This is an optimization exercise on Yosys and OpenROAD, whose aim is small area and a short achievable clock period, not a production implementation.
Where RTL was checked, it was by simulation tests only, not by an equivalence proof against the original.
Power figures rest on the tool's default switching activity, not on a simulated workload.

==> flow/design.v (excerpt) <==
module servo_top #(
	parameter int ADC_W     = servo_pkg::ADC_W,
	parameter int SIGNAL_W  = servo_pkg::SIGNAL_W,
	parameter int COEF_W    = servo_pkg::COEF_W,
	parameter int COEF_FRAC = servo_pkg::COEF_FRAC,
	parameter int DAC_W     = servo_pkg::DAC_W
) (
	input  logic                          clk1,
	input  logic                          i_rst_n,
	input  logic                          i_wb_cyc,
	input  logic                          i_wb_stb,
	input  logic                          i_wb_we,
	input  logic [servo_pkg::WB_AW-1:0]   i_wb_adr,
	input  logic [servo_pkg::WB_DW-1:0]   i_wb_dat,
	output logic [servo_pkg::WB_DW-1:0]   o_wb_dat,
	output logic                          o_wb_ack,
	input  logic signed [ADC_W-1:0]       i_adc0,
	input  logic signed [ADC_W-1:0]       i_adc1,
	input  logic                          i_sample_valid,
	output logic signed [DAC_W-1:0]       o_dac_word,
	output logic                          o_dac_valid,
	output logic signed [SIGNAL_W-1:0]    o_error,
	output logic [1:0]                    o_afe_gain0,
	output logic [1:0]                    o_afe_gain1
);
For scale: roughly 3000 cells after synthesis, about 150 I/O pins, roughly 30000 um2 of cells after synthesis.
Settings: LEC_CHECK=0, CAP_MARGIN=20, CORE_MARGIN=2, CORE_UTILIZATION=40, SLEW_MARGIN=20; clock period 16.0 ns.
standard.sh (not shown) runs the stock make flow with config.mk's settings and CLKGATE_MAP_FILE= SYNTH_SCRIPT=/design/flow/synth_recipe.tcl, a recipe that flattens the netlist after the stock synthesis.
==> flow/flow/run.sh <==
#!/bin/bash
# The standard layout, with port buffers that are plain buffers and timing
# repair that aims for more setup slack than the clock needs. Make's output
# goes to make.log; ORFS keeps each tool's log under orfs/logs.
set -uo pipefail
cd "$(dirname "$0")/.."
bash standard.sh \
  "BUFFER_PORTS_ARGS=-buffer_cell sky130_fd_sc_hd__buf_2" \
  SETUP_SLACK_MARGIN=11.62 CTS_CLUSTER_SIZE=24 CTS_CLUSTER_DIAMETER=150 PLACE_DENSITY=0.8 REMOVE_ABC_BUFFERS=1 "BUFFER_PORTS_ARGS=-buffer_cell sky130_fd_sc_hd__buf_1" \
  finish > make.log 2>&1
status=$?
cp -r orfs/logs logs_orfs 2>/dev/null
exit $status
Then changed:
--- a/flow/design.v
+++ b/flow/design.v
@@ -479,18 +479,18 @@
 	assign h17 = pa0[3] ^ pa1[1] ^ h12;
 	assign h18 = (pa0[3] & pa1[1]) | (pa0[3] & h12) | (pa1[1] & h12);
 	assign h19 = h15 ^ h17 ^ h14;
 	assign h20 = (h15 & h17) | (h15 & h14) | (h17 & h14);
 	assign h21 = c_in[4] ^ s_in[4] ^ pa0[4];
 	assign h22 = (c_in[4] & s_in[4]) | (c_in[4] & pa0[4]) | (s_in[4] & pa0[4]);
 	assign h23 = pa1[2] ^ h16 ^ h21;
 	assign h24 = (pa1[2] & h16) | (pa1[2] & h21) | (h16 & h21);
-	assign h25 = h18 ^ h23 ^ h20;
-	assign h26 = (h18 & h23) | (h18 & h20) | (h23 & h20);
+	assign h25 = h18 ^ h23;
+	assign h26 = h18 & h23;
 	assign h27 = c_in[5] ^ s_in[5] ^ pa0[5];
 	assign h28 = (c_in[5] & s_in[5]) | (c_in[5] & pa0[5]) | (s_in[5] & pa0[5]);
 	assign h29 = pa1[3] ^ h22 ^ h27;
 	assign h30 = (pa1[3] & h22) | (pa1[3] & h27) | (h22 & h27);
 	assign h31 = h24 ^ h29;
 	assign h32 = h24 & h29;
 	assign h33 = c_in[6] ^ s_in[6] ^ pa0[6];
 	assign h34 = (c_in[6] & s_in[6]) | (c_in[6] & pa0[6]) | (s_in[6] & pa0[6]);
@@ -750,19 +750,19 @@
 	assign h288 = h280 & h285;
 	assign h289 = h284 ^ h286;
 	assign h290 = h284 & h286;
 	assign o_low[0] = h3;
 	assign o_low[1] = h7;
 	assign o_low[2] = h13;
 	assign o_low[3] = h19;
 	assign o_s[0] = h25;
-	assign o_c[0] = 1'b0;
-	assign o_s[1] = h31;
-	assign o_c[1] = h26;
+	assign o_c[0] = h20;
+	assign o_s[1] = h26;
+	assign o_c[1] = h31;
 	assign o_s[2] = h32;
 	assign o_c[2] = h37;
 	assign o_s[3] = h38;
 	assign o_c[3] = h43;
 	assign o_s[4] = h44;
 	assign o_c[4] = h53;
 	assign o_s[5] = h61;
 	assign o_c[5] = h63;
Outcome: The new run ran to the end with no violations. Global-route usage is lower by 0.35 points. Cell area goes down by 0.74%. Worst setup slack loses 0.0065 ns. Cell count shrinks by 0.80%. Combinational power is higher by 27%. Sequential cell count is higher by 2. Non-clock buffer count came out lower by 4. Fmax barely changes. Sequential share of layout area rose by 0.37 points. First-iteration DRC count is lower by 0.50%. Worst hold slack barely changes. Clock-buffer cell count is lower by 2.
Only the layout flow was run in the first run of this note; the RTL was not checked for function there.

## afterwards: timing with drivers on the ports
Ports are ideal in the flow. The routed layouts listed here were re-timed in OpenROAD.
Step 1, drivers: a clkbuf_16 drives clk1 and a buf_2 each remaining input, both assumed.
Step 2 times the ports against the registers' clock, not the clock port: input delays grow and output delays shrink by t, the midpoint of the rising clock arrivals with the driver on.
Three values: no drivers, after step 1, after step 2; two values: the first two.
run | t, ns | setup slack, ns | pins driven straight from the clock port
the first run | 0.631 | 11.620 / 11.565 / 11.033 | 1
the second run | 0.635 | 11.614 / 11.554 / 11.078 | 1
After both steps setup and hold are still met in every run listed. For the first run, which loses most, drivers alone change the setup slack by -0.055 ns; drivers and shift together by -0.587 ns.
